Background: an optimization exercise with open tools, aiming at small area and a short achievable clock period. Do not read the settings as production practice. Function was not checked in any run shown here: the RTL went through the layout flow alone.

==> flow/design.v, too long to show whole: its modules and the start of the top module <==
// module ex_alu: 70 lines
// module ex_mult: 3545 lines
// module ex_fa: 10 lines
// module ex_ha: 9 lines
// module ex_writeback: 67 lines
// module ex_stage: 93 lines
module ex_stage (
  input  logic              clk,
  input  logic              rst_n,
  input  ex_pkg::alu_op_e   alu_operator_i,
  input  ex_pkg::word_t     alu_operand_a_i,
  input  ex_pkg::word_t     alu_operand_b_i,
  input  ex_pkg::word_t     alu_operand_c_i,
  input  logic              alu_en_i,
  input  ex_pkg::mul_op_e   mult_operator_i,
  input  ex_pkg::word_t     mult_operand_a_i,
  input  ex_pkg::word_t     mult_operand_b_i,
  input  ex_pkg::word_t     mult_operand_c_i,
  input  logic              mult_en_i,
  input  logic              csr_access_i,
  input  ex_pkg::word_t     csr_rdata_i,
  input  logic              branch_in_ex_i,
  input  ex_pkg::reg_addr_t regfile_alu_waddr_i,
  input  logic              regfile_alu_we_i,
  input  ex_pkg::reg_addr_t regfile_waddr_i,
  input  logic              regfile_we_i,
  input  logic              lsu_en_i,
  input  ex_pkg::word_t     lsu_rdata_i,
  input  logic              lsu_ready_ex_i,
  input  logic              lsu_err_i,
  input  logic              wb_ready_i,
  output ex_pkg::reg_addr_t regfile_alu_waddr_fw_o,
  output logic              regfile_alu_we_fw_o,
  output ex_pkg::word_t     regfile_alu_wdata_fw_o,
  output ex_pkg::reg_addr_t regfile_waddr_wb_o,
  output logic              regfile_we_wb_o,
  output ex_pkg::word_t     regfile_wdata_wb_o,
  output ex_pkg::word_t     jump_target_o,
  output logic              branch_decision_o,
  output logic              mult_multicycle_o,
  output logic              ex_ready_o,
  output logic              ex_valid_o
);
  // ...
==> flow/run.sh <==
#!/bin/bash
# synth_recipe.tcl (not shown) runs the flow's synth.tcl, then flattens the netlist and writes it again
# the make line also repeats each setting of config.mk as NAME=value (left out here)
make -C /OpenROAD-flow-scripts/flow DESIGN_CONFIG=/design/flow/config.mk WORK_HOME=/design/flow/orfs CLKGATE_MAP_FILE= SYNTH_SCRIPT=/design/flow/synth_recipe.tcl finish
==> flow/config.mk <==
export PLATFORM = sky130hd
export DESIGN_NAME = ex_stage
export DESIGN_NICKNAME = ex_stage
export VERILOG_FILES = /design/flow/design.v
export SDC_FILE = /design/flow/constraint.sdc
export NUM_CORES = 4
export LEC_CHECK = 0
export ABC_AREA = 1
export CAP_MARGIN = 20
export CORE_MARGIN = 2
export CORE_UTILIZATION = 40
export SLEW_MARGIN = 20
export SYNTH_HIERARCHICAL = 1
==> flow/constraint.sdc <==
create_clock -name core_clock -period 15.0 [get_ports {clk}]
set_input_delay 3.0000 -clock core_clock [delete_from_list [all_inputs] [get_ports {clk}]]
set_output_delay 3.0000 -clock core_clock [all_outputs]
set_load 0.01 [all_outputs]
==> summary.txt, run 1 <==
Critical path
  – Reg2Reg Depth: 9
  – Maximum fanout along the worst path: 19
  – Critical Path RT: 12.00 ns
  – WP data arrival: 10.72 ns
  – Worst R2R Start: mult0.state_q
  – Slowest cell delay on critical path: 0.74 ns

Clock network
  – Setup Buffers After CTS: 0
  – Resized cells post-CTS: 0
  – CTS tree: built
  – Hold-fix buffers, CTS: 0

Drt
  – Via count: 33840
  – Max Used Layer: met5
  – Met2 routed WL: 63.13 mm
  – Avg WL per Cell: 26.07 um
  – Routed wl met3: 17.08 mm

Final layout
  – Num sequential: 40
  – Max FFs per register: 32
  – Fraction of layout instances using a drive strength above 1: 5.602%
  – Final Non-Filler Cells: 5607
  – Multi-input gate share of the layout cell area: 79.73%
  – Largest regs: mult0.prod_q: 32 flops, wb0.waddr_lsu_q: 6 flops
  – Area Overhead vs Synth: 9.038%
  – Clock-cell share of area: 0.3828%
  – Final #Nets: 5474
  – # clk buffers: 5

Run status
  – Status: complete, no violations

Logic synthesis
  – Post-synth top cells: 795 x nand2_1, 576 x xor2_1, 519 x fa_1, 513 x o22ai_1, 391 x inv_1
  – Largest area contributor in the netlist: fa_1
  – Simple-Gate Fraction of Synth Area: 16.80%

Min path
  – Hold Path Stages: 2
  – Worst min-delay path endpoint: wb0.waddr_lsu_q[0]

Timing
  – RSZ-0062 raised after global routing: false

Die
  – CORE AREA: 0.08528 mm2

Place
  – Routability Congestion: 1.018
==> module ex_alu, before the edit <==
module ex_alu (
  input  ex_pkg::alu_op_e operator_i,
  input  ex_pkg::word_t   operand_a_i,
  input  ex_pkg::word_t   operand_b_i,
  output ex_pkg::word_t   result_o,
  output logic            cmp_result_o
);
  logic                    adder_sub;
  ex_pkg::word_t                   adder_op_b;
  logic [32:0]       adder_full;
  ex_pkg::word_t                   adder_result;
  logic                    adder_carry;
  logic                    is_equal;
  logic                    is_less_s;
  logic                    is_less_u;
  logic                    shift_left;
  logic                    shift_fill;
  logic [5-1:0]  shift_amt;
  ex_pkg::word_t                   shift_op;
  logic [32:0]       shift_ext;
  ex_pkg::word_t                   shift_right_res;
  ex_pkg::word_t                   shift_result;
  function automatic ex_pkg::word_t bit_reverse(input ex_pkg::word_t value);
    ex_pkg::word_t rev;
    for (int i = 0; i < 32; i++) begin
      rev[i] = value[32-1-i];
    end
    bit_reverse = rev;
  endfunction
  assign adder_sub    = (operator_i != ex_pkg::ALU_ADD);
  assign adder_op_b   = adder_sub ? ~operand_b_i : operand_b_i;
  assign adder_full   = {1'b0, operand_a_i} + {1'b0, adder_op_b}
                      + {{32{1'b0}}, adder_sub};
  assign adder_result = adder_full[32-1:0];
  assign adder_carry  = adder_full[32];
  assign is_equal  = (adder_result == '0);
  assign is_less_u = ~adder_carry;
  assign is_less_s = (operand_a_i[32-1] ^ operand_b_i[32-1]) ?
                     operand_a_i[32-1] : adder_result[32-1];
  assign shift_left      = (operator_i == ex_pkg::ALU_SLL);
  assign shift_amt       = operand_b_i[5-1:0];
  assign shift_fill      = (operator_i == ex_pkg::ALU_SRA) & operand_a_i[32-1];
  assign shift_op        = shift_left ? bit_reverse(operand_a_i) : operand_a_i;
  assign shift_ext       = $signed({shift_fill, shift_op}) >>> shift_amt;
  assign shift_right_res = shift_ext[32-1:0];
  assign shift_result    = shift_left ? bit_reverse(shift_right_res) : shift_right_res;
  always_comb begin
    cmp_result_o = 1'b0;
    case (operator_i)
      ex_pkg::ALU_EQ:           cmp_result_o = is_equal;
      ex_pkg::ALU_NE:           cmp_result_o = ~is_equal;
      ex_pkg::ALU_LT, ex_pkg::ALU_SLT:  cmp_result_o = is_less_s;
      ex_pkg::ALU_GE:           cmp_result_o = ~is_less_s;
      ex_pkg::ALU_LTU, ex_pkg::ALU_SLTU: cmp_result_o = is_less_u;
      ex_pkg::ALU_GEU:          cmp_result_o = ~is_less_u;
      default:          cmp_result_o = 1'b0;
    endcase
  end
  always_comb begin
    result_o = '0;
    case (operator_i)
      ex_pkg::ALU_ADD, ex_pkg::ALU_SUB:          result_o = adder_result;
      ex_pkg::ALU_AND:                   result_o = operand_a_i & operand_b_i;
      ex_pkg::ALU_OR:                    result_o = operand_a_i | operand_b_i;
      ex_pkg::ALU_XOR:                   result_o = operand_a_i ^ operand_b_i;
      ex_pkg::ALU_SLL, ex_pkg::ALU_SRL, ex_pkg::ALU_SRA: result_o = shift_result;
      default:                   result_o = {{(32-1){1'b0}}, cmp_result_o};
    endcase
  end
endmodule
==> run 2: changes to the inputs <==
--- a/flow/design.v
+++ b/flow/design.v
@@ -36,20 +36,135 @@
   output logic            cmp_result_o
 );
   logic                    adder_sub;
-  ex_pkg::word_t                   adder_op_b;
-  logic [32:0]       adder_full;
-  ex_pkg::word_t                   adder_result;
+  ex_pkg::word_t           adder_op_b;
+  ex_pkg::word_t           adder_result;
   logic                    adder_carry;
+  logic [31:0]             ad_g, ad_p, ad_c;
+  logic                    ad_g0c;
+  logic                    pg0_1;
+  logic                    pp0_1;
+  logic                    pg0_3;
+  logic                    pp0_3;
+  logic                    pg0_5;
+  logic                    pp0_5;
+  logic                    pg0_7;
+  logic                    pp0_7;
+  logic                    pg0_9;
+  logic                    pp0_9;
+  logic                    pg0_11;
+  logic                    pp0_11;
+  logic                    pg0_13;
+  logic                    pp0_13;
+  logic                    pg0_15;
+  logic                    pp0_15;
+  logic                    pg0_17;
+  logic                    pp0_17;
+  logic                    pg0_19;
+  logic                    pp0_19;
+  logic                    pg0_21;
+  logic                    pp0_21;
+  logic                    pg0_23;
+  logic                    pp0_23;
+  logic                    pg0_25;
+  logic                    pp0_25;
+  logic                    pg0_27;
+  logic                    pp0_27;
+  logic                    pg0_29;
+  logic                    pp0_29;
+  logic                    pg0_31;
+  logic                    pp0_31;
+  logic                    pg1_3;
+  logic                    pp1_3;
+  logic                    pg1_7;
+  logic                    pp1_7;
+  logic                    pg1_11;
+  logic                    pp1_11;
+  logic                    pg1_15;
+  logic                    pp1_15;
+  logic                    pg1_19;
+  logic                    pp1_19;
+  logic                    pg1_23;
+  logic                    pp1_23;
+  logic                    pg1_27;
+  logic                    pp1_27;
+  logic                    pg1_31;
+  logic                    pp1_31;
+  logic                    pg2_7;
+  logic                    pp2_7;
+  logic                    pg2_15;
+  logic                    pp2_15;
+  logic                    pg2_23;
+  logic                    pp2_23;
+  logic                    pg2_31;
+  logic                    pp2_31;
+  logic                    pg3_15;
+  logic                    pp3_15;
+  logic                    pg3_31;
+  logic                    pp3_31;
+  logic                    pg4_31;
+  logic                    pp4_31;
+  logic                    pg5_23;
+  logic                    pp5_23;
+  logic                    pg6_11;
+  logic                    pp6_11;
+  logic                    pg6_19;
+  logic                    pp6_19;
+  logic                    pg6_27;
+  logic                    pp6_27;
+  logic                    pg7_5;
+  logic                    pp7_5;
+  logic                    pg7_9;
+  logic                    pp7_9;
+  logic                    pg7_13;
+  logic                    pp7_13;
+  logic                    pg7_17;
+  logic                    pp7_17;
+  logic                    pg7_21;
+  logic                    pp7_21;
+  logic                    pg7_25;
+  logic                    pp7_25;
+  logic                    pg7_29;
+  logic                    pp7_29;
+  logic                    pg8_2;
+  logic                    pp8_2;
+  logic                    pg8_4;
+  logic                    pp8_4;
+  logic                    pg8_6;
+  logic                    pp8_6;
+  logic                    pg8_8;
+  logic                    pp8_8;
+  logic                    pg8_10;
+  logic                    pp8_10;
+  logic                    pg8_12;
+  logic                    pp8_12;
+  logic                    pg8_14;
+  logic                    pp8_14;
+  logic                    pg8_16;
+  logic                    pp8_16;
+  logic                    pg8_18;
+  logic                    pp8_18;
+  logic                    pg8_20;
+  logic                    pp8_20;
+  logic                    pg8_22;
+  logic                    pp8_22;
+  logic                    pg8_24;
+  logic                    pp8_24;
+  logic                    pg8_26;
+  logic                    pp8_26;
+  logic                    pg8_28;
+  logic                    pp8_28;
+  logic                    pg8_30;
+  logic                    pp8_30;
   logic                    is_equal;
   logic                    is_less_s;
   logic                    is_less_u;
   logic                    shift_left;
   logic                    shift_fill;
   logic [5-1:0]  shift_amt;
-  ex_pkg::word_t                   shift_op;
+  ex_pkg::word_t           shift_op;
   logic [32:0]       shift_ext;
-  ex_pkg::word_t                   shift_right_res;
-  ex_pkg::word_t                   shift_result;
+  ex_pkg::word_t           shift_right_res;
+  ex_pkg::word_t           shift_result;
   function automatic ex_pkg::word_t bit_reverse(input ex_pkg::word_t value);
     ex_pkg::word_t rev;
     for (int i = 0; i < 32; i++) begin
@@ -57,13 +172,160 @@
     end
     bit_reverse = rev;
   endfunction
-  assign adder_sub    = (operator_i != ex_pkg::ALU_ADD);
-  assign adder_op_b   = adder_sub ? ~operand_b_i : operand_b_i;
-  assign adder_full   = {1'b0, operand_a_i} + {1'b0, adder_op_b}
-                      + {{32{1'b0}}, adder_sub};
-  assign adder_result = adder_full[32-1:0];
-  assign adder_carry  = adder_full[32];
-  assign is_equal  = (adder_result == '0);
+  assign adder_sub  = (operator_i != ex_pkg::ALU_ADD);
+  assign adder_op_b = adder_sub ? ~operand_b_i : operand_b_i;
+  assign ad_g       = operand_a_i & adder_op_b;
+  assign ad_p       = operand_a_i ^ adder_op_b;
+  assign ad_g0c = ad_g[0] | (ad_p[0] & adder_sub);
+  assign pg0_1 = ad_g[1] | (ad_p[1] & ad_g0c);
+  assign pp0_1 = ad_p[1] & ad_p[0];
+  assign pg0_3 = ad_g[3] | (ad_p[3] & ad_g[2]);
+  assign pp0_3 = ad_p[3] & ad_p[2];
+  assign pg0_5 = ad_g[5] | (ad_p[5] & ad_g[4]);
+  assign pp0_5 = ad_p[5] & ad_p[4];
+  assign pg0_7 = ad_g[7] | (ad_p[7] & ad_g[6]);
+  assign pp0_7 = ad_p[7] & ad_p[6];
+  assign pg0_9 = ad_g[9] | (ad_p[9] & ad_g[8]);
+  assign pp0_9 = ad_p[9] & ad_p[8];
+  assign pg0_11 = ad_g[11] | (ad_p[11] & ad_g[10]);
+  assign pp0_11 = ad_p[11] & ad_p[10];
+  assign pg0_13 = ad_g[13] | (ad_p[13] & ad_g[12]);
+  assign pp0_13 = ad_p[13] & ad_p[12];
+  assign pg0_15 = ad_g[15] | (ad_p[15] & ad_g[14]);
+  assign pp0_15 = ad_p[15] & ad_p[14];
+  assign pg0_17 = ad_g[17] | (ad_p[17] & ad_g[16]);
+  assign pp0_17 = ad_p[17] & ad_p[16];
+  assign pg0_19 = ad_g[19] | (ad_p[19] & ad_g[18]);
+  assign pp0_19 = ad_p[19] & ad_p[18];
+  assign pg0_21 = ad_g[21] | (ad_p[21] & ad_g[20]);
+  assign pp0_21 = ad_p[21] & ad_p[20];
+  assign pg0_23 = ad_g[23] | (ad_p[23] & ad_g[22]);
+  assign pp0_23 = ad_p[23] & ad_p[22];
+  assign pg0_25 = ad_g[25] | (ad_p[25] & ad_g[24]);
+  assign pp0_25 = ad_p[25] & ad_p[24];
+  assign pg0_27 = ad_g[27] | (ad_p[27] & ad_g[26]);
+  assign pp0_27 = ad_p[27] & ad_p[26];
+  assign pg0_29 = ad_g[29] | (ad_p[29] & ad_g[28]);
+  assign pp0_29 = ad_p[29] & ad_p[28];
+  assign pg0_31 = ad_g[31] | (ad_p[31] & ad_g[30]);
+  assign pp0_31 = ad_p[31] & ad_p[30];
+  assign pg1_3 = pg0_3 | (pp0_3 & pg0_1);
+  assign pp1_3 = pp0_3 & pp0_1;
+  assign pg1_7 = pg0_7 | (pp0_7 & pg0_5);
+  assign pp1_7 = pp0_7 & pp0_5;
+  assign pg1_11 = pg0_11 | (pp0_11 & pg0_9);
+  assign pp1_11 = pp0_11 & pp0_9;
+  assign pg1_15 = pg0_15 | (pp0_15 & pg0_13);
+  assign pp1_15 = pp0_15 & pp0_13;
+  assign pg1_19 = pg0_19 | (pp0_19 & pg0_17);
+  assign pp1_19 = pp0_19 & pp0_17;
+  assign pg1_23 = pg0_23 | (pp0_23 & pg0_21);
+  assign pp1_23 = pp0_23 & pp0_21;
+  assign pg1_27 = pg0_27 | (pp0_27 & pg0_25);
+  assign pp1_27 = pp0_27 & pp0_25;
+  assign pg1_31 = pg0_31 | (pp0_31 & pg0_29);
+  assign pp1_31 = pp0_31 & pp0_29;
+  assign pg2_7 = pg1_7 | (pp1_7 & pg1_3);
+  assign pp2_7 = pp1_7 & pp1_3;
+  assign pg2_15 = pg1_15 | (pp1_15 & pg1_11);
+  assign pp2_15 = pp1_15 & pp1_11;
+  assign pg2_23 = pg1_23 | (pp1_23 & pg1_19);
+  assign pp2_23 = pp1_23 & pp1_19;
+  assign pg2_31 = pg1_31 | (pp1_31 & pg1_27);
+  assign pp2_31 = pp1_31 & pp1_27;
+  assign pg3_15 = pg2_15 | (pp2_15 & pg2_7);
+  assign pp3_15 = pp2_15 & pp2_7;
+  assign pg3_31 = pg2_31 | (pp2_31 & pg2_23);
+  assign pp3_31 = pp2_31 & pp2_23;
+  assign pg4_31 = pg3_31 | (pp3_31 & pg3_15);
+  assign pp4_31 = pp3_31 & pp3_15;
+  assign pg5_23 = pg2_23 | (pp2_23 & pg3_15);
+  assign pp5_23 = pp2_23 & pp3_15;
+  assign pg6_11 = pg1_11 | (pp1_11 & pg2_7);
+  assign pp6_11 = pp1_11 & pp2_7;
+  assign pg6_19 = pg1_19 | (pp1_19 & pg3_15);
+  assign pp6_19 = pp1_19 & pp3_15;
+  assign pg6_27 = pg1_27 | (pp1_27 & pg5_23);
+  assign pp6_27 = pp1_27 & pp5_23;
+  assign pg7_5 = pg0_5 | (pp0_5 & pg1_3);
+  assign pp7_5 = pp0_5 & pp1_3;
+  assign pg7_9 = pg0_9 | (pp0_9 & pg2_7);
+  assign pp7_9 = pp0_9 & pp2_7;
+  assign pg7_13 = pg0_13 | (pp0_13 & pg6_11);
+  assign pp7_13 = pp0_13 & pp6_11;
+  assign pg7_17 = pg0_17 | (pp0_17 & pg3_15);
+  assign pp7_17 = pp0_17 & pp3_15;
+  assign pg7_21 = pg0_21 | (pp0_21 & pg6_19);
+  assign pp7_21 = pp0_21 & pp6_19;
+  assign pg7_25 = pg0_25 | (pp0_25 & pg5_23);
+  assign pp7_25 = pp0_25 & pp5_23;
+  assign pg7_29 = pg0_29 | (pp0_29 & pg6_27);
+  assign pp7_29 = pp0_29 & pp6_27;
+  assign pg8_2 = ad_g[2] | (ad_p[2] & pg0_1);
+  assign pp8_2 = ad_p[2] & pp0_1;
+  assign pg8_4 = ad_g[4] | (ad_p[4] & pg1_3);
+  assign pp8_4 = ad_p[4] & pp1_3;
+  assign pg8_6 = ad_g[6] | (ad_p[6] & pg7_5);
+  assign pp8_6 = ad_p[6] & pp7_5;
+  assign pg8_8 = ad_g[8] | (ad_p[8] & pg2_7);
+  assign pp8_8 = ad_p[8] & pp2_7;
+  assign pg8_10 = ad_g[10] | (ad_p[10] & pg7_9);
+  assign pp8_10 = ad_p[10] & pp7_9;
+  assign pg8_12 = ad_g[12] | (ad_p[12] & pg6_11);
+  assign pp8_12 = ad_p[12] & pp6_11;
+  assign pg8_14 = ad_g[14] | (ad_p[14] & pg7_13);
+  assign pp8_14 = ad_p[14] & pp7_13;
+  assign pg8_16 = ad_g[16] | (ad_p[16] & pg3_15);
+  assign pp8_16 = ad_p[16] & pp3_15;
+  assign pg8_18 = ad_g[18] | (ad_p[18] & pg7_17);
+  assign pp8_18 = ad_p[18] & pp7_17;
+  assign pg8_20 = ad_g[20] | (ad_p[20] & pg6_19);
+  assign pp8_20 = ad_p[20] & pp6_19;
+  assign pg8_22 = ad_g[22] | (ad_p[22] & pg7_21);
+  assign pp8_22 = ad_p[22] & pp7_21;
+  assign pg8_24 = ad_g[24] | (ad_p[24] & pg5_23);
+  assign pp8_24 = ad_p[24] & pp5_23;
+  assign pg8_26 = ad_g[26] | (ad_p[26] & pg7_25);
+  assign pp8_26 = ad_p[26] & pp7_25;
+  assign pg8_28 = ad_g[28] | (ad_p[28] & pg6_27);
+  assign pp8_28 = ad_p[28] & pp6_27;
+  assign pg8_30 = ad_g[30] | (ad_p[30] & pg7_29);
+  assign pp8_30 = ad_p[30] & pp7_29;
+  assign ad_c[0] = adder_sub;
+  assign ad_c[1] = ad_g0c;
+  assign ad_c[2] = pg0_1;
+  assign ad_c[3] = pg8_2;
+  assign ad_c[4] = pg1_3;
+  assign ad_c[5] = pg8_4;
+  assign ad_c[6] = pg7_5;
+  assign ad_c[7] = pg8_6;
+  assign ad_c[8] = pg2_7;
+  assign ad_c[9] = pg8_8;
+  assign ad_c[10] = pg7_9;
+  assign ad_c[11] = pg8_10;
+  assign ad_c[12] = pg6_11;
+  assign ad_c[13] = pg8_12;
+  assign ad_c[14] = pg7_13;
+  assign ad_c[15] = pg8_14;
+  assign ad_c[16] = pg3_15;
+  assign ad_c[17] = pg8_16;
+  assign ad_c[18] = pg7_17;
+  assign ad_c[19] = pg8_18;
+  assign ad_c[20] = pg6_19;
+  assign ad_c[21] = pg8_20;
+  assign ad_c[22] = pg7_21;
+  assign ad_c[23] = pg8_22;
+  assign ad_c[24] = pg5_23;
+  assign ad_c[25] = pg8_24;
+  assign ad_c[26] = pg7_25;
+  assign ad_c[27] = pg8_26;
+  assign ad_c[28] = pg6_27;
+  assign ad_c[29] = pg8_28;
+  assign ad_c[30] = pg7_29;
+  assign ad_c[31] = pg8_30;
+  assign adder_carry = pg4_31;
+  assign adder_result = ad_p ^ ad_c;
+  assign is_equal  = &ad_p;
   assign is_less_u = ~adder_carry;
   assign is_less_s = (operand_a_i[32-1] ^ operand_b_i[32-1]) ?
                      operand_a_i[32-1] : adder_result[32-1];
@@ -77,24 +339,24 @@
   always_comb begin
     cmp_result_o = 1'b0;
     case (operator_i)
-      ex_pkg::ALU_EQ:           cmp_result_o = is_equal;
-      ex_pkg::ALU_NE:           cmp_result_o = ~is_equal;
-      ex_pkg::ALU_LT, ex_pkg::ALU_SLT:  cmp_result_o = is_less_s;
-      ex_pkg::ALU_GE:           cmp_result_o = ~is_less_s;
+      ex_pkg::ALU_EQ:                    cmp_result_o = is_equal;
+      ex_pkg::ALU_NE:                    cmp_result_o = ~is_equal;
+      ex_pkg::ALU_LT, ex_pkg::ALU_SLT:   cmp_result_o = is_less_s;
+      ex_pkg::ALU_GE:                    cmp_result_o = ~is_less_s;
       ex_pkg::ALU_LTU, ex_pkg::ALU_SLTU: cmp_result_o = is_less_u;
-      ex_pkg::ALU_GEU:          cmp_result_o = ~is_less_u;
-      default:          cmp_result_o = 1'b0;
+      ex_pkg::ALU_GEU:                   cmp_result_o = ~is_less_u;
+      default:                           cmp_result_o = 1'b0;
     endcase
   end
   always_comb begin
     result_o = '0;
     case (operator_i)
-      ex_pkg::ALU_ADD, ex_pkg::ALU_SUB:          result_o = adder_result;
-      ex_pkg::ALU_AND:                   result_o = operand_a_i & operand_b_i;
-      ex_pkg::ALU_OR:                    result_o = operand_a_i | operand_b_i;
-      ex_pkg::ALU_XOR:                   result_o = operand_a_i ^ operand_b_i;
-      ex_pkg::ALU_SLL, ex_pkg::ALU_SRL, ex_pkg::ALU_SRA: result_o = shift_result;
-      default:                   result_o = {{(32-1){1'b0}}, cmp_result_o};
+      ex_pkg::ALU_ADD, ex_pkg::ALU_SUB:                   result_o = adder_result;
+      ex_pkg::ALU_AND:                                    result_o = operand_a_i & operand_b_i;
+      ex_pkg::ALU_OR:                                     result_o = operand_a_i | operand_b_i;
+      ex_pkg::ALU_XOR:                                    result_o = operand_a_i ^ operand_b_i;
+      ex_pkg::ALU_SLL, ex_pkg::ALU_SRL, ex_pkg::ALU_SRA:  result_o = shift_result;
+      default:                                            result_o = {{(32-1){1'b0}}, cmp_result_o};
     endcase
   end
 endmodule
--- a/flow/config.mk
+++ b/flow/config.mk
@@ -9,5 +9,6 @@
 export CAP_MARGIN = 20
 export CORE_MARGIN = 2
 export CORE_UTILIZATION = 40
+export SETUP_SLACK_MARGIN = 2
 export SLEW_MARGIN = 20
 export SYNTH_HIERARCHICAL = 1
==> run 2 against run 1 <==
Effect of this change:
- critical path depth fell by 3
- still clean
- via count fell by 5.5%
- wire length fell by 6.8%
- synthesized cell count fell by 8.4%
- flip-flop and latch count did not move
- core utilization rose by 1.2 points
- count of clock-buffer cells in the layout did not move
- critical endpoint is now regfile_alu_wdata_fw_o[26]
- critical path type unchanged
==> summary.txt, run 2 <==
Logic synthesis
  – Post-Syn Area: 0.03336 mm2 (was 0.03447 mm2)
  – Register area share after synthesis: 3.481% (was 3.368%)
  – Number of synthesized flops with an enable pin: 32 (unchanged)
  – Ys Warns: 9 (unchanged)
  – Largest area contributor in the netlist: fa_1 (unchanged)
  – Post-Synthesis Cells: 4114 (was 4489)
  – Async SR Flop Fraction: 20.00% (unchanged)
  – Synth unique cells: 57 (was 55)
  – Largest cells by area after synthesis: fa_1 32%, xor2_1 15%, o22ai_1 9.6% (was fa_1 30%, xor2_1 15%, o22ai_1 9.3%)
  – Count leader, synth: xor2_1 (was nand2_1)
  – Syn avg cell area: 8.109 um2 (was 7.679 um2)
  – Post-synth top cells: 576 x xor2_1, 559 x nand2_1, 534 x fa_1, 514 x o22ai_1, 368 x nand3_1 (was 795 x nand2_1, 576 x xor2_1, 519 x fa_1, 513 x o22ai_1, 391 x inv_1)
  – Share of the synthesized area in the top cell type: 32.05% (was 30.14%)
  – Seq cells post-synth: 40 (unchanged)
  – Top FF cell, synth: edfxtp_1 (unchanged)

Final layout
  – Commonest cells after routing, fill and taps aside: 576 x xor2_1, 548 x nand2_1, 534 x fa_1 (was 791 x nand2_1, 576 x xor2_1, 519 x fa_1)
  – Fraction of layout instances using a drive strength above 1: 8.551% (was 5.602%)
  – Design Area, Final: 0.03728 mm2 (was 0.03759 mm2)
  – Fill cell count: 8238 (was 8705)
  – Area Overhead vs Synth: 11.75% (was 9.038%)
  – Commonest non-fill, non-tap cell in the layout: xor2_1 (was nand2_1)
  – N_diodes: 0 (unchanged)
  – Largest regs: mult0.prod_q: 32 flops, wb0.waddr_lsu_q: 6 flops (unchanged)
  – Largest Register: mult0.prod_q (unchanged)
  – Max FFs per register: 32 (unchanged)
  – Final #Nets: 5164 (was 5474)

Die
  – # IOs: 401 (unchanged)
  – Die area: 0.08573 mm2 (was 0.08854 mm2)
  – Die width: 292.8 um (was 297.6 um)
  – Vert. Die Dim: 292.8 um (was 297.6 um)
  – Initial Util: 40.50% (was 40.42%)
  – CORE AREA: 0.08237 mm2 (was 0.08528 mm2)
  – Cell row count: 105 (was 107)

Drt
  – Number of routed nets with antenna violations: 0 (unchanged)
  – # DRC: 0 (unchanged)
  – Initial DRC count: 3724 (was 3989)
  – Via count: 31970 (was 33840)
  – DR vias/cell: 6.136 (was 6.035)
  – Avg WL per Cell: 26.14 um (was 26.07 um)
  – Pre-antenna DRT Iters: 6 (unchanged)
  – Routed wire length: 136.2 mm (was 146.2 mm)

Global routing
  – Total GRT Usage: 31.00% (was 32.28%)
  – Pin count of the biggest net entering global routing: 66 (unchanged)
  – Initial antenna violation count: 2 (unchanged)
  – Vias in the first global route: 31460 (was 33500)
  – Global-route wire length before repair: 201.5 mm (was 217.7 mm)
  – GRT overflow: 0 (unchanged)

Clock network
  – H-Tree Depth: 2 (unchanged)
  – CTS buffer count: 5 (unchanged)
  – Hold-fix buffers, CTS: 0 (unchanged)
  – Clock Tree Buf Depth: 2 (unchanged)
  – Sink Count: 40 (unchanged)
  – Clk slew on worst S/H paths: 0.06 ns (about the same)
  – CTS tree: built (unchanged)
  – Clock root cell: clkbuf_16 (unchanged)
  – Clk latency of the worst-skew pair: 0.30 ns (about the same)

Timing
  – RSZ-0062 raised after global routing: true (was false)
  – Tightest Pin Transition: 1.093 ns (was 1.219 ns)
  – Final Worst Setup Slack: 2.173 ns (was 1.285 ns)
  – Period Utilization, post-route: 85.51% (was 91.43%)
  – Worst rel slew slack: 27.14% (was 18.62%)
  – Final setup skew: 0.004105 ns (was 0.003451 ns)
  – Final slew viol count: 0 (unchanged)
  – Minimum clock period after layout: 12.83 ns (was 13.72 ns)
  – Max Clk Rate: 77.96 MHz (was 72.91 MHz)
  – Total Neg Setup Slack: 0 ns (unchanged)
  – Final hold vios: 0 (unchanged)
  – Final Setup Violations: 0 (unchanged)

Place
  – IO buf count: 258 (unchanged)
  – Setup WS pre-CTS: 1.524 ns (was 1.444 ns)
  – Dpl hpwl: 103.1 mm (was 112.6 mm)
  – Dpl cell area: 0.03619 mm2 (was 0.03744 mm2)
  – Routability Congestion: 1.004 (was 1.018)

Critical path
  – Maximum fanout along the worst path: 19 (unchanged)
  – Kind of critical path: in2out (unchanged)
  – Worst setup EP type: primary output (unchanged)
  – Critical Path RT: 12.00 ns (about the same)
  – Crit path from: mult_operand_a_i[3] (was mult_operand_b_i[0])
  – Worst R2R Start: mult0.state_q (unchanged)
  – WP data arrival: 9.83 ns (was 10.72 ns)
  – Startpoint class of the critical path: input pin (unchanged)

Run status
  – Status: complete, no violations (unchanged)

Min path
  – Hold Startpoint: wb0.waddr_lsu_q[4] (was wb0.waddr_lsu_q[0])
  – HP Class: reg2reg (unchanged)

Job
  – Total of max-cap violations: 0 (unchanged)
==> run 2: changes by cell type after synthesis, moves of 26 or more <==
cell     delta
nand3_1   +105
inv_1     -108
o21ai_1    -44
nor2_1     -69
a21oi_1    -26
nand2_1   -236
==> run 2: logic make-up after synthesis <==
| logic type | Yosys count | share of synthesized area (%) |
|---|---|---|
| buffers and inverters | 722 | 9.422 |
| other | 1 | 0.01124 |
| and+or+nand+nor | 1159 | 15.31 |
| DFF | 40 | 3.481 |
| adders and majority gates | 738 | 39.70 |
| AOI/OAI and AO/OA | 856 | 16.38 |
| xor gates and xnor gates | 598 | 15.70 |
==> run 2: worst paths after layout <==
kind                       slack (ns)  cells after the start                          to
max                              2.17                     24  regfile_alu_wdata_fw_o[26]
min                              0.47                      2          wb0.waddr_lsu_q[4]
max in group asynchronous       11.76                      1          wb0.waddr_lsu_q[4]
min reg2reg                      0.47                      2          wb0.waddr_lsu_q[4]
min in group asynchronous        2.97                      1                wb0.we_lsu_q
max reg2reg                     12.50                      8               mult0.state_q
==> run 2: timing repair <==
| action | in CTS | in global routing |
|---|---|---|
| pin swaps | 0 | 2 |
| gates resized for setup | 20 | 60 |
| endpoints found under the setup margin | 10 | 14 |
| gates cloned | 0 | 2 |
| setup buffers | 5 | 47 |
==> run 2: critical path: stages <==
cell,delay [ns]
clkdlybuf4s50_1,0.40
inv_1,0.55
buf_4,0.45
o22ai_1,0.16
xor2_1,0.17
ha_1,0.32
fa_1,0.45
fa_1,0.52
fa_1,0.55
fa_1,0.42
ha_1,0.35
inv_1,0.07
o21bai_1,0.28
a31oi_1,0.13
nand2_1,0.13
a21oi_1,0.05
inv_1,0.18
nand3_1,0.12
nand2_1,0.08
nand4_1,0.24
nand2_1,0.34
a21oi_1,0.14
a22oi_2,0.18
clkdlybuf4s50_1,0.55
==> run 2: layout make-up <==
class / instances / area (um2) / area share, %
multi-input combinational: 3367 / 29380 / 78.81
timing repair inverter: 1 / 7.507 / 0.02014
timing repair buffer: 431 / 4084 / 10.95
sequential: 40 / 1161 / 3.115
clock inverter: 3 / 42.54 / 0.1141
clock buffer: 5 / 125.1 / 0.3356
inverter: 293 / 1142 / 3.064
tap: 1070 / 1339 / 3.591
==> run 2: stage by stage <==
stage               cells  util (%)  hold slack, ns
floorplan            4129         -          0.5065
global placement     5148     43.94          0.4557
detailed placement   5148     43.94          0.4618
CTS                  5161     44.32          0.4785
global route         5210     45.26          0.4978
finish               5210     45.26          0.4742
==> run 2: per-module statistics from Yosys (local to each module, per instance) <==
module	flip-flops and latches	cell area, um2	cells
ex_mult	33	14460	2217
ex_alu	0	6280	1085
ex_writeback	7	1541	221
ex_stage	0	240.2	32
ex_fa	0	20.02	1
ex_ha	0	12.51	1
==> run 2: per-layer routing <==
metal  vias to the layer above  share of wire (%)  track usage (%)
li1                      13890                  -                -
met1                     15560                 40            42.19
met2                      2195                 43            46.94
met3                       322                 12            7.732
met4                         4                4.7            12.73
met5                         -              0.024                0
==> run 3: changes to the inputs <==
--- a/flow/config.mk
+++ b/flow/config.mk
@@ -9,6 +9,6 @@
 export CAP_MARGIN = 20
 export CORE_MARGIN = 2
 export CORE_UTILIZATION = 40
-export SETUP_SLACK_MARGIN = 2
+export SETUP_SLACK_MARGIN = 4
 export SLEW_MARGIN = 20
 export SYNTH_HIERARCHICAL = 1
==> run 3 against run 2 <==
Effect of this change:
- core utilization increased by 5.3 points
- critical path type unchanged
- via count rose by 8.5%
- wire length is 17% higher
==> summary.txt, run 3 <==
Critical path
  – Worst setup EP type: primary output (unchanged)
  – Buf/Inv on CP: 6 (unchanged)
  – Critical Path RT: 12.00 ns (about the same)
  – Worst path slowest cell: fa_2 (was inv_1)
  – WP data arrival: 8.75 ns (was 9.83 ns)
  – Maximum fanout along the worst path: 9 (was 19)
  – Worst path top cell family by delay: adder cells (unchanged)
  – Startpoint class of the critical path: input pin (unchanged)
  – Slowest cell delay on critical path: 0.59 ns (was 0.55 ns)
  – Crit path top cell by count: fa_2 (was fa_1)
  – Kind of critical path: in2out (unchanged)

Timing
  – Final Setup Violations: 0 (unchanged)
  – Max Clk Rate: 85.10 MHz (was 77.96 MHz)
  – Tightest Pin Transition: 1.088 ns (was 1.093 ns)
  – Final hold vios: 0 (unchanged)
  – Period Utilization, post-route: 78.34% (was 85.51%)
  – Final slew viol count: 0 (unchanged)
  – Final Worst Setup Slack: 3.249 ns (was 2.173 ns)
  – Final setup skew: 0.004612 ns (was 0.004105 ns)
  – Worst rel slew slack: 26.67% (was 27.14%)
  – RSZ-0062 raised after global routing: true (unchanged)
  – Minimum clock period after layout: 11.75 ns (was 12.83 ns)
  – Total Neg Setup Slack: 0 ns (unchanged)
  – Hold WS: 0.4689 ns (was 0.4742 ns)

Logic synthesis
  – Post-Synthesis Cells: 4114 (unchanged)
  – Synth unique cells: 57 (unchanged)
  – Share of the synthesized area in the top cell type: 32.05% (unchanged)
  – Post-Syn Area: 0.03336 mm2 (unchanged)
  – Largest area contributor in the netlist: fa_1 (unchanged)
  – Count leader, synth: xor2_1 (unchanged)
  – Register area share after synthesis: 3.481% (unchanged)
  – Top FF cell, synth: edfxtp_1 (unchanged)
  – Syn avg cell area: 8.109 um2 (unchanged)
  – Async SR Flop Fraction: 20.00% (unchanged)
  – Ys Warns: 9 (unchanged)
  – Post-synth top cells: 576 x xor2_1, 559 x nand2_1, 534 x fa_1, 514 x o22ai_1, 368 x nand3_1 (unchanged)
  – Largest cells by area after synthesis: fa_1 32%, xor2_1 15%, o22ai_1 9.6% (unchanged)
  – Seq cells post-synth: 40 (unchanged)
  – Number of synthesized flops with an enable pin: 32 (unchanged)

Final layout
  – Commonest non-fill, non-tap cell in the layout: xor2_1 (unchanged)
  – Largest Register: mult0.prod_q (unchanged)
  – Fraction of layout instances using a drive strength above 1: 20.37% (was 8.551%)
  – Area Overhead vs Synth: 24.84% (was 11.75%)
  – Fin util: 50.56% (was 45.26%)
  – Commonest cells after routing, fill and taps aside: 557 x xor2_1, 503 x nand2_1, 471 x fa_1 (was 576 x xor2_1, 548 x nand2_1, 534 x fa_1)
  – Final #Nets: 5340 (was 5164)
  – Max FFs per register: 32 (unchanged)
  – Largest regs: mult0.prod_q: 32 flops, wb0.waddr_lsu_q: 6 flops (unchanged)

Drt
  – Number of routed nets with antenna violations: 0 (unchanged)
  – DR vias/cell: 6.436 (was 6.136)
  – # DRC: 0 (unchanged)
  – Via count: 34690 (was 31970)
  – Pre-antenna DRT Iters: 9 (was 6)
  – Avg WL per Cell: 29.59 um (was 26.14 um)
  – Initial DRC count: 5066 (was 3724)
  – Routed wire length: 159.5 mm (was 136.2 mm)

Clock network
  – Sink Count: 40 (unchanged)
  – H-Tree Depth: 2 (unchanged)
  – Clk latency of the worst-skew pair: 0.29 ns (was 0.30 ns)
  – Clk slew on worst S/H paths: 0.06 ns (about the same)
  – Clock root cell: clkbuf_16 (unchanged)
  – Clock Tree Buf Depth: 2 (unchanged)
  – CTS buffer count: 5 (unchanged)
  – CTS tree: built (unchanged)

Global routing
  – Pin count of the biggest net entering global routing: 66 (unchanged)
  – Vias in the first global route: 33850 (was 31460)
  – GRT overflow: 0 (unchanged)
  – Total GRT Usage: 35.12% (was 31.00%)
  – Global-route wire length before repair: 224.3 mm (was 201.5 mm)
  – Initial antenna violation count: 5 (was 2)

Place
  – Routability Congestion: 1.003 (was 1.004)
  – Dpl hpwl: 102.7 mm (was 103.1 mm)
  – Setup WS pre-CTS: 1.442 ns (was 1.524 ns)
  – IO buf count: 258 (unchanged)

Die
  – Vert. Die Dim: 292.8 um (unchanged)
  – Cell row count: 105 (unchanged)
  – CORE AREA: 0.08237 mm2 (unchanged)
  – Die width: 292.8 um (unchanged)
  – # IOs: 401 (unchanged)
  – Initial Util: 40.50% (unchanged)
  – Die area: 0.08573 mm2 (unchanged)

Run status
  – Status: complete, no violations (unchanged)

Min path
  – HP Class: reg2reg (unchanged)

Job
  – Total of max-cap violations: 0 (unchanged)
run 3: final cells by class:
class                   count  area [um2]
fillers                  7587       40730
diodes                      5       12.51
clock buffers               5       125.1
inverters                 293        1358
multi-input cells        3374       31240
flip-flops and latches     40        1161
clock inverters             2       60.06
well taps                1070        1339
repair buffers            593        6282
repair inverters            8       67.56
run 3: path summary, 6_finish.rpt:
kind	startpoint	end	slack [ns]	depth (start not counted)
worst min register to register	wb0.waddr_lsu_q[1]	wb0.waddr_lsu_q[1]	0.47	2
worst min-delay path	wb0.waddr_lsu_q[1]	wb0.waddr_lsu_q[1]	0.47	2
worst max register to register	mult0.state_q	mult0.state_q	12.72	8
worst max-delay path	mult_operand_b_i[7]	regfile_alu_wdata_fw_o[26]	3.25	26
min in group asynchronous	rst_n	wb0.waddr_lsu_q[2]	2.99	1
max in group asynchronous	rst_n	mult0.state_q	11.75	1
run 3: timing repair:
action                     in CTS  in global routing
resized for setup             655                184
gates cloned                   32                  6
hold buffers                    0                  0
pin swaps                     138                125
buffers inserted              156                 52
setup endpoints to repair      31                 33
run 3: logic make-up after synthesis:
family                     Yosys count  share of synthesized area, %
and+or+nand+nor                   1159                         15.31
AOI/OAI and AO/OA                  856                         16.38
adders and majority gates          738                         39.70
buffers and inverters              722                         9.422
xor gates and xnor gates           598                         15.70
DFF                                 40                         3.481
other                                1                       0.01124
run 3: worst min-delay path, delay by kind of cell, from the launching register on:
| family | cells | cell delay (ns) |
|---|---|---|
| AND/OR/NAND/NOR | 2 | 0.10 |
| flip-flops | 1 | 0.34 |
run 3: layer usage:
metal	vias to the layer above	GRT usage (%)	part of all wire, %
li1	14260	-	-
met1	16640	43.49	36
met2	2915	51.59	41
met3	875	14.33	15
met4	8	19.85	8.2
met5	-	0	0.092
run 3: modules after synthesis (local to each module, per instance):
module / flops+latches / cell area (um2)
ex_alu: 0 / 6280
ex_fa: 0 / 20.02
ex_ha: 0 / 12.51
ex_mult: 33 / 14460
ex_stage: 0 / 240.2
ex_writeback: 7 / 1541
run 3: stage by stage:
stage               cell area [um2]  cells
global placement              36100   5130
finish                        41640   5390
floorplan                     33500   4129
CTS                           40450   5325
global route                  41630   5385
detailed placement            36100   5130

-- separate check: timing with driven ports --
Ports are ideal in the flow. The routed layouts listed here were re-timed in OpenROAD.
Step 1 sets driving cells, clkbuf_16 on the clock port and buf_2 on the other inputs (assumed; they add their load-dependent delay and slew).
Step 2 times the ports against the registers' clock, not the clock port: input delays grow and output delays shrink by t, the midpoint of the rising clock arrivals with the driver on.
a / b / c = no drivers / after step 1 / after step 2; a / b = the first two.
run	shift t [ns]	setup slack, ns	pins driven straight from the clock port
run 1	0.344	1.285 / 1.259 / 1.259	1
run 2	0.359	2.173 / 2.144 / 2.144	1
run 3	0.338	3.249 / 3.188 / 3.188	1
After both steps every run listed still meets setup and hold. The setup slack of run 3, which loses most, moves by -0.061 ns with the drivers and by -0.061 ns with both steps.
